Background: an optimization exercise with open tools, aiming at small area, a short achievable clock period and few clock cycles per item. Do not read the settings as production practice.
Function was checked by simulation only, so behaviour that the tests miss may differ from the original.

===== flow/config.mk =====
export PLATFORM = sky130hd
export DESIGN_NAME = exu_top
export DESIGN_NICKNAME = exu_top
export VERILOG_FILES = /design/flow/design.v
export SDC_FILE = /design/flow/constraint.sdc
export NUM_CORES = 4
export LEC_CHECK = 0
export CAP_MARGIN = 20
export CORE_MARGIN = 2
export CORE_UTILIZATION = 40
export SLEW_MARGIN = 20

===== flow/design.v =====
package exu_pkg;
	typedef enum logic [5-1:0]
	{
		OP_NOP, OP_OR, OP_AND, OP_XOR, OP_NOR, OP_LUI,
		OP_SLL, OP_SRL, OP_SRA, OP_SLLV, OP_SRLV, OP_SRAV,
		OP_ADD, OP_ADDU, OP_SUB, OP_SUBU, OP_SLT, OP_SLTU,
		OP_CLZ, OP_CLO, OP_MOV, OP_MFHI, OP_MFLO, OP_MTHI, OP_MTLO,
		OP_MUL, OP_MULT, OP_MULTU, OP_DIV, OP_DIVU
	} exu_op_e;
	typedef struct packed
	{
		exu_op_e                 op;
		logic [32-1:0]    opa;
		logic [32-1:0]    opb;
		logic [5-1:0]  rd;
	} exu_req_t;
	typedef struct packed
	{
		logic [5-1:0]  rd;
		logic                    we;
		logic [32-1:0]    data;
	} exu_wb_t;
	typedef struct packed
	{
		logic [32-1:0]    hi;
		logic [32-1:0]    lo;
	} exu_hilo_t;
	typedef struct packed
	{
		logic       we;
		exu_hilo_t  hilo;
	} exu_hilo_wr_t;
endpackage
import exu_pkg::*;
module exu_hilo
(
	input  logic          clk,
	input  logic          arst_n_i,
	input  exu_pkg::exu_hilo_wr_t  alu_wr_i,
	input  exu_pkg::exu_hilo_wr_t  div_wr_i,
	output exu_pkg::exu_hilo_t     hilo_o
);
	exu_pkg::exu_hilo_t hilo_q;
	always_ff @(posedge clk or negedge arst_n_i)
	begin
		if (!arst_n_i)
		begin
			hilo_q <= '0;
		end
		else if (div_wr_i.we)
		begin
			hilo_q <= div_wr_i.hilo;
		end
		else if (alu_wr_i.we)
		begin
			hilo_q <= alu_wr_i.hilo;
		end
	end
	assign hilo_o = hilo_q;
endmodule
import exu_pkg::*;
module exu_alu
(
	input  logic          clk,
	input  logic          arst_n_i,
	input  logic          req_valid_i,
	input  exu_pkg::exu_req_t      req_i,
	input  exu_pkg::exu_hilo_t     hilo_i,
	output logic          wb_valid_o,
	output exu_pkg::exu_wb_t       wb_o,
	output exu_pkg::exu_hilo_wr_t  hilo_wr_o
);
	function automatic logic [6-1:0] exu_clz(input logic [32-1:0] v);
		logic [6-1:0] n;
		logic                  hit;
		n = '0;
		hit = 1'b0;
		for (int i = 32 - 1; i >= 0; i--)
		begin
			if (v[i])
				hit = 1'b1;
			else if (!hit)
				n = n + 1'b1;
		end
		exu_clz = n;
	endfunction
	localparam int XLEN = 32;
	localparam int SHW  = $clog2(32);
	exu_pkg::exu_op_e             op;
	logic [XLEN-1:0]     opa;
	logic [XLEN-1:0]     opb;
	logic [XLEN-1:0]     logic_res;
	logic [XLEN-1:0]     shift_res;
	logic [XLEN-1:0]     move_res;
	logic [XLEN-1:0]     math_res;
	logic [SHW-1:0]      sa;
	logic [SHW-1:0]      sv;
	logic                sub;
	logic [XLEN-1:0]     opb_mux;
	logic [XLEN-1:0]     sum;
	logic                ovf;
	logic                lt;
	logic [6-1:0] lead_cnt;
	logic                mul_signed;
	logic [XLEN-1:0]     mul_a;
	logic [XLEN-1:0]     mul_b;
	logic [2*XLEN-1:0]   mul_mag;
	logic [2*XLEN-1:0]   mul_res;
	logic                gpr_op;
	logic                hilo_op;
	logic [XLEN-1:0]     wb_data;
	exu_pkg::exu_wb_t             wb_d;
	exu_pkg::exu_hilo_t           hilo_cur;
	exu_pkg::exu_hilo_t           hilo_nx;
	logic                hilo_we_q;
	exu_pkg::exu_hilo_t           hilo_q;
	assign op  = req_i.op;
	assign opa = req_i.opa;
	assign opb = req_i.opb;
	assign hilo_cur = hilo_we_q ? hilo_q : hilo_i;
	always_comb
	begin
		case (op)
			OP_OR:   logic_res = opa | opb;
			OP_AND:  logic_res = opa & opb;
			OP_XOR:  logic_res = opa ^ opb;
			OP_NOR:  logic_res = ~(opa | opb);
			OP_LUI:  logic_res = {opb[XLEN/2-1:0], {(XLEN/2){1'b0}}};
			default: logic_res = '0;
		endcase
	end
	assign sa = opa[6 +: SHW];
	assign sv = opa[SHW-1:0];
	always_comb
	begin
		case (op)
			OP_SLL:  shift_res = opb << sa;
			OP_SRL:  shift_res = opb >> sa;
			OP_SRA:  shift_res = $signed(opb) >>> sa;
			OP_SLLV: shift_res = opb << sv;
			OP_SRLV: shift_res = opb >> sv;
			OP_SRAV: shift_res = $signed(opb) >>> sv;
			default: shift_res = '0;
		endcase
	end
	always_comb
	begin
		case (op)
			OP_MOV:  move_res = opa;
			OP_MFHI: move_res = hilo_cur.hi;
			OP_MFLO: move_res = hilo_cur.lo;
			default: move_res = '0;
		endcase
	end
	assign sub     = (op == OP_SUB) || (op == OP_SUBU) || (op == OP_SLT);
	assign opb_mux = sub ? ~opb + 1'b1 : opb;
	assign sum     = opa + opb_mux;
	assign ovf = sub ? (opa[XLEN-1] != opb[XLEN-1]) && (sum[XLEN-1] != opa[XLEN-1])
			 : (opa[XLEN-1] == opb[XLEN-1]) && (sum[XLEN-1] != opa[XLEN-1]);
	assign lt = (op == OP_SLT) ?
			((opa[XLEN-1] != opb[XLEN-1]) ? opa[XLEN-1] : sum[XLEN-1]) :
			(opa < opb);
	assign lead_cnt = exu_clz((op == OP_CLO) ? ~opa : opa);
	assign mul_signed = (op == OP_MUL) || (op == OP_MULT);
	assign mul_a      = (mul_signed && opa[XLEN-1]) ? -opa : opa;
	assign mul_b      = (mul_signed && opb[XLEN-1]) ? -opb : opb;
	assign mul_mag    = mul_a * mul_b;
	assign mul_res    = (mul_signed && (opa[XLEN-1] ^ opb[XLEN-1])) ? -mul_mag : mul_mag;
	always_comb
	begin
		case (op)
			OP_ADD, OP_ADDU, OP_SUB, OP_SUBU: math_res = sum;
			OP_SLT, OP_SLTU:                  math_res = {{(XLEN-1){1'b0}}, lt};
			OP_CLZ, OP_CLO:                   math_res = {{(XLEN-6){1'b0}}, lead_cnt};
			OP_MUL:                           math_res = mul_res[XLEN-1:0];
			default:                          math_res = '0;
		endcase
	end
	always_comb
	begin
		gpr_op  = 1'b1;
		hilo_op = 1'b0;
		case (op)
			OP_OR, OP_AND, OP_XOR, OP_NOR, OP_LUI:
				wb_data = logic_res;
			OP_SLL, OP_SRL, OP_SRA, OP_SLLV, OP_SRLV, OP_SRAV:
				wb_data = shift_res;
			OP_MOV, OP_MFHI, OP_MFLO:
				wb_data = move_res;
			OP_MTHI, OP_MTLO, OP_MULT, OP_MULTU:
			begin
				wb_data = '0;
				gpr_op  = 1'b0;
				hilo_op = 1'b1;
			end
			OP_NOP, OP_DIV, OP_DIVU:
			begin
				wb_data = '0;
				gpr_op  = 1'b0;
			end
			default:
				wb_data = math_res;
		endcase
	end
	assign wb_d.rd   = req_i.rd;
	assign wb_d.we   = !(ovf && ((op == OP_ADD) || (op == OP_SUB)));
	assign wb_d.data = wb_data;
	always_comb
	begin
		case (op)
			OP_MTHI: hilo_nx = {opa, hilo_cur.lo};
			OP_MTLO: hilo_nx = {hilo_cur.hi, opa};
			default: hilo_nx = mul_res;
		endcase
	end
	always_ff @(posedge clk or negedge arst_n_i)
	begin
		if (!arst_n_i)
		begin
			wb_valid_o <= 1'b0;
			hilo_we_q  <= 1'b0;
		end
		else
		begin
			wb_valid_o <= req_valid_i && gpr_op;
			hilo_we_q  <= req_valid_i && hilo_op;
		end
	end
	always_ff @(posedge clk)
	begin
		if (req_valid_i && gpr_op)
			wb_o <= wb_d;
		if (req_valid_i && hilo_op)
			hilo_q <= hilo_nx;
	end
	assign hilo_wr_o.we   = hilo_we_q;
	assign hilo_wr_o.hilo = hilo_q;
endmodule
import exu_pkg::*;
module exu_div
(
	input  logic          clk,
	input  logic          arst_n_i,
	input  logic          start_i,
	input  exu_pkg::exu_req_t      req_i,
	output logic          busy_o,
	output exu_pkg::exu_hilo_wr_t  hilo_wr_o
);
	function automatic logic [6-1:0] exu_clz(input logic [32-1:0] v);
		logic [6-1:0] n;
		logic                  hit;
		n = '0;
		hit = 1'b0;
		for (int i = 32 - 1; i >= 0; i--)
		begin
			if (v[i])
				hit = 1'b1;
			else if (!hit)
				n = n + 1'b1;
		end
		exu_clz = n;
	endfunction
	localparam int XLEN = 32;
	logic                   is_signed;
	logic [XLEN-1:0]        a_mag;
	logic [XLEN-1:0]        b_mag;
	logic [6-1:0]  cnt_q;
	logic                   running;
	logic                   last;
	logic                   wr_we_q;
	exu_pkg::exu_hilo_t              wr_hilo_q;
	logic [XLEN-1:0]        rem_q;
	logic [XLEN-1:0]        quo_q;
	logic [XLEN-1:0]        dsr_q;
	logic                   q_neg_q;
	logic                   r_neg_q;
	logic                   dz_q;
	logic [XLEN-1:0]        dsr_sh;
	logic [XLEN-1:0]        rem_d;
	logic [XLEN-1:0]        quo_d;
	assign is_signed = (req_i.op == OP_DIV);
	assign a_mag     = (is_signed && req_i.opa[XLEN-1]) ? -req_i.opa : req_i.opa;
	assign b_mag     = (is_signed && req_i.opb[XLEN-1]) ? -req_i.opb : req_i.opb;
	assign running = (cnt_q != {6{1'b1}});
	assign last    = running && (cnt_q == '0);
	assign busy_o = running || wr_we_q;
	assign dsr_sh = dsr_q << cnt_q;
	always_comb
	begin
		rem_d = rem_q;
		quo_d = quo_q;
		if (rem_q >= dsr_sh)
		begin
			rem_d = rem_q - dsr_sh;
			quo_d = quo_q | ({{(XLEN-1){1'b0}}, 1'b1} << cnt_q);
		end
	end
	always_ff @(posedge clk or negedge arst_n_i)
	begin
		if (!arst_n_i)
		begin
			cnt_q   <= {6{1'b1}};
			wr_we_q <= 1'b0;
		end
		else
		begin
			wr_we_q <= last;
			if (start_i)
				cnt_q <= exu_clz(b_mag);
			else if (last)
				cnt_q <= {6{1'b1}};
			else if (running)
				cnt_q <= cnt_q - 1'b1;
		end
	end
	always_ff @(posedge clk)
	begin
		if (start_i)
		begin
			rem_q   <= a_mag;
			quo_q   <= '0;
			dsr_q   <= b_mag;
			q_neg_q <= is_signed && (req_i.opa[XLEN-1] ^ req_i.opb[XLEN-1]);
			r_neg_q <= is_signed && req_i.opa[XLEN-1];
			dz_q    <= (req_i.opb == '0);
		end
		else if (running)
		begin
			rem_q <= rem_d;
			quo_q <= quo_d;
		end
		if (last)
		begin
			wr_hilo_q.hi <= r_neg_q ? -rem_d : rem_d;
			wr_hilo_q.lo <= dz_q ? '1 : (q_neg_q ? -quo_d : quo_d);
		end
	end
	assign hilo_wr_o.we   = wr_we_q;
	assign hilo_wr_o.hilo = wr_hilo_q;
endmodule
import exu_pkg::*;
module exu_top
(
	input  logic                    clk,
	input  logic                    arst_n_i,
	input  logic                    req_valid_i,
	input  logic [5-1:0]    req_op_i,
	input  logic [32-1:0]    req_opa_i,
	input  logic [32-1:0]    req_opb_i,
	input  logic [5-1:0]  req_rd_i,
	output logic                    wb_valid_o,
	output logic [5-1:0]  wb_rd_o,
	output logic                    wb_we_o,
	output logic [32-1:0]    wb_data_o,
	output logic                    busy_o
);
	exu_pkg::exu_req_t      req_i;
	exu_pkg::exu_wb_t       wb_o;
	logic          accept;
	logic          is_div;
	exu_pkg::exu_hilo_t     hilo;
	exu_pkg::exu_hilo_wr_t  alu_hilo_wr;
	exu_pkg::exu_hilo_wr_t  div_hilo_wr;
	assign req_i.op  = exu_pkg::exu_op_e'(req_op_i);
	assign req_i.opa = req_opa_i;
	assign req_i.opb = req_opb_i;
	assign req_i.rd  = req_rd_i;
	assign wb_rd_o   = wb_o.rd;
	assign wb_we_o   = wb_o.we;
	assign wb_data_o = wb_o.data;
	assign accept = req_valid_i && !busy_o;
	assign is_div = (req_i.op == OP_DIV) || (req_i.op == OP_DIVU);
	exu_alu i_exu_alu
	(
		.clk         (clk),
		.arst_n_i    (arst_n_i),
		.req_valid_i (accept && !is_div),
		.req_i       (req_i),
		.hilo_i      (hilo),
		.wb_valid_o  (wb_valid_o),
		.wb_o        (wb_o),
		.hilo_wr_o   (alu_hilo_wr)
	);
	exu_div i_exu_div
	(
		.clk        (clk),
		.arst_n_i   (arst_n_i),
		.start_i    (accept && is_div),
		.req_i      (req_i),
		.busy_o     (busy_o),
		.hilo_wr_o  (div_hilo_wr)
	);
	exu_hilo i_exu_hilo
	(
		.clk       (clk),
		.arst_n_i  (arst_n_i),
		.alu_wr_i  (alu_hilo_wr),
		.div_wr_i  (div_hilo_wr),
		.hilo_o    (hilo)
	);
endmodule

===== flow/run.sh =====
#!/bin/bash
# synth_recipe.tcl (not shown) runs the flow's synth.tcl, then flattens the netlist and writes it again
# the make line also repeats each setting of config.mk as NAME=value (left out here)
make -C /OpenROAD-flow-scripts/flow DESIGN_CONFIG=/design/flow/config.mk WORK_HOME=/design/flow/orfs CLKGATE_MAP_FILE= SYNTH_SCRIPT=/design/flow/synth_recipe.tcl finish

===== flow/constraint.sdc =====
create_clock -name core_clock -period 24.0 [get_ports {clk}]
set_input_delay 4.8000 -clock core_clock [delete_from_list [all_inputs] [get_ports {clk}]]
set_output_delay 4.8000 -clock core_clock [all_outputs]
set_load 0.01 [all_outputs]

==> impl_metrics.yaml <==
synthesis:
  synth_top_area_share_pct: 25.0
  async_flop_share_pct: 21.6
  syn_avg_cell_area_um2: 8.27
  seq_area_frac_synth_pct: 13.2
  syn_area_um2: 71900
  synthesis.nets: 10163
  synth_cell_type_count: 114
  synthTopCellsByArea: "fa_1 25%, edfxtp_1 9.7%, ha_1 8.5%, nand2_1 7.0%, inv_1 6.1%"
  synthFlopType: "edfxtp_1"
  ys_ff_latch: 338
  synth_edf_count: 233
  synth_largest_area_cell: "fa_1"
  synthCells: 8699
  ys_warn_count: 3
cells_and_area:
  drive_above_1_share_pct: 11.3
  layout.nets: 10312
  final_cell_mix: "1335 x nand2_1, 1173 x inv_1, 898 x fa_1"
  layout_commonest_cell: "nand2_1"
  nFillCells: 17748
  area.growth.synth_to_final_pct: 11.4
  final_cells: 11254
  fin_area_um2: 80100
  fin_util_pct: 44.9
critical_path:
  crit_start: "req_opb_i[14]"
  max_stage_delay_ns: 0.59
  crit_slowest_cell: "clkdlybuf4s50_1"
  critical_path_class: "primary input to flop"
  worstPathRequired_ns: 24.54
  r2r_start: "i_exu_div.cnt_q[2]"
  cp.arrival_ns: 23.57
  path_max_fanout: 3
  critPathLaunchType: "primary input"
  cp-end-kind: "flop"
  cp_common_cell: "ha_1"
global_route:
  grt_max_degree: 66
  grt_pass1_vias: 66592
  grt.total_usage_pct: 36.2
  antenna_found_initial: 27
  globalRouteOverflowTotal: 0
  grt_pass1_wl_mm: 483
clocking:
  root_buffer: "clkbuf_16"
  clk_latency_ns: 0.64
  clockBufferDepth: 3
  hold_buffers: 0
  htree_levels: 2
  path_clk_slew_ns: 0.06
  numCtsBuffers: 41
  clock_sinks: 338
  cts_tree: "done"
routing:
  via_count: 67388
  postRouteAntennaNets: 0
  dr.first_iter.drc_count: 7285
  routed_wl_mm: 338
  maxUsedRoutingLayer: "met5"
  drt-wirelength-per-cell_um: 30.0
  route.detailed.drc: 0
  wl_met2_mm: 144
  m1WireLength_mm: 133
  met3_length_mm: 30.5
  first_pass_iters: 6
  via_per_inst: 5.99
floorplan:
  rows: 155
  core_um2: 179000
  start_util_pct: 40.3
  die_width_um: 428
  die_area_um2: 183000
  io_pins: 117
  die_h_um: 428
timing:
  slew_headroom_pct: 16.1
  tightest_slew_ns: 1.25
  min_period_ns: 23.03
  finalSetupViolCount: 0
  slew_violations: 0
  fin_crit_sh_pct: 96.0
  fmax_mhz: 43.4
  setup_slack_ns: 0.972
  fin_skew_ns: 0.0490
  hold_viol: 0
run:
  maxCapViolations: 0
run_status:
  status: "finished clean"
place:
  place_congestion: 1.08
  dp_cells: 11139
  place_ws_ns: -0.719
  placed_area_um2: 78300
  dp_hpwl_mm: 270
  portBuffers: 116
hold_path:
  min-delay-start: "i_exu_div.quo_q[31]"
  hold_path.class: "flop to flop"
-- layer usage --
metal | vias up | track usage [%]
li1 | 29117 | -
met1 | 33787 | 46.3
met2 | 3552 | 54.7
met3 | 916 | 7.35
met4 | 16 | 25.7
met5 | - | 0
-- worst paths after layout --
kind / endpoint / cells after the start / slack, ns
hold reg to reg: i_exu_div.quo_q[31] / 2 / 0.47
setup reg to reg: i_exu_div.wr_hilo_q[60] / 26 / 15.11
setup / recovery: i_exu_div.cnt_q[5] / 107 / 0.97
max in group asynchronous: i_exu_hilo.hilo_q[60] / 2 / 18.62
hold / removal: i_exu_div.quo_q[31] / 2 / 0.47
min in group asynchronous: i_exu_hilo.hilo_q[2] / 1 / 4.11
-- what timing repair did --
action / CTS / global route
setup buffers: 1 / 20
endpoints found under the setup margin: 1 / 10
gates resized for setup: 5 / 73
pin swaps: 0 / 52
-- flip-flops by register name, indices dropped and copies added, names as in the netlist, 6 cells and up --
| name | flops |
|---|---|
| i_exu_div.dsr_q | 32 |
| i_exu_div.quo_q | 32 |
| i_exu_div.rem_q | 32 |
| i_exu_alu.hilo_q | 64 |
| i_exu_div.wr_hilo_q | 64 |
| i_exu_alu.wb_o | 38 |
| i_exu_hilo.hilo_q | 64 |
| i_exu_div.cnt_q | 6 |
-- metrics by stage --
stage	setup TNS [ns]	hold WS, ns
final	0	0.475
after CTS	0	0.479
after floorplan	0	0.434
after detailed placement	-1.46	0.464
after global routing	-0.236	0.486
after global placement	-0.541	0.454
-- cell families (layout without fill, tap and decap cells) --
group	count (synthesis)	in the layout	synth area share [%]
AO/OA/AOI/OAI	1512	1512	13.4
XOR/XNOR	512	512	6.62
adder cells (fa/ha/maj)	1387	1387	33.5
buffers and inverters	1692	1874	8.96
flip-flops	338	338	13.2
multiplexers	407	407	6.57
other	0	18	0
AND/OR/NAND/NOR	2851	2851	17.8
-- layout make-up --
type	instances	area, µm²	area share, %
multi-input combinational	6669	57000	71.2
timing repair buffer	594	4780	5.96
antenna	18	45.0	0.0562
tap	2355	2950	3.68
clock inverter	23	193	0.240
sequential	338	9470	11.8
clock buffer	53	1120	1.40
inverter	1204	4520	5.64
-- synth_stat cells (37+ instances only) --
library cell and count:
and2_1 109, a31oi_1 66, o211ai_1 37, or2_2 48, nor2b_1 57, o21ai_0 390
inv_1 1178, nor3_1 109, ha_1 489, mux2i_1 237, a221oi_1 45, nand2b_1 61
nand4_1 46, mux4_2 39, a211oi_1 79, nand2_1 1339, nand3_1 140, fa_1 898
edfxtp_1 233, a22oi_1 72, clkbuf_1 433, dfrtp_1 67, and3_1 65, a21o_1 51
a21oi_1 417, or3_1 46, xor2_1 110, nor2_1 691, o21a_1 37, mux2_2 131
xnor2_1 377, o221ai_1 37
-- critical path, delay by kind of cell --
family / cells / cell delay [ns]
xor gates and xnor gates: 4 / 0.88
buffers and inverters: 12 / 1.68
adders and majority gates: 27 / 7.69
and+or+nand+nor: 31 / 3.15
AOI/OAI and AO/OA: 22 / 3.44
muxes: 11 / 1.93
Testbench counts, summed over its fixed seeds: cycles 45,791, ops 24,016.

## static timing again, ports no longer ideal
No port has a modelled driver above. Below, the same layout with a new extraction and two added sets of constraints.
Step 1 assumes that a clkbuf_16 drives the clock port and a buf_2 every other input.
Step 2 also shifts input and output timing later by t, the mid clock arrival at the registers, as if the neighbouring blocks saw the same clock.
Three values: no drivers, after step 1, after step 2; two values: the first two.
t (ns): 0.684
setup slack, ns: 0.972 / 1.020 / 0.336
worst register clock-pin slew, ns: 0.08 / 0.08
After both steps setup and hold are still met in this run. The setup slack of this run moves by +0.048 ns with the drivers and by -0.636 ns with both steps.
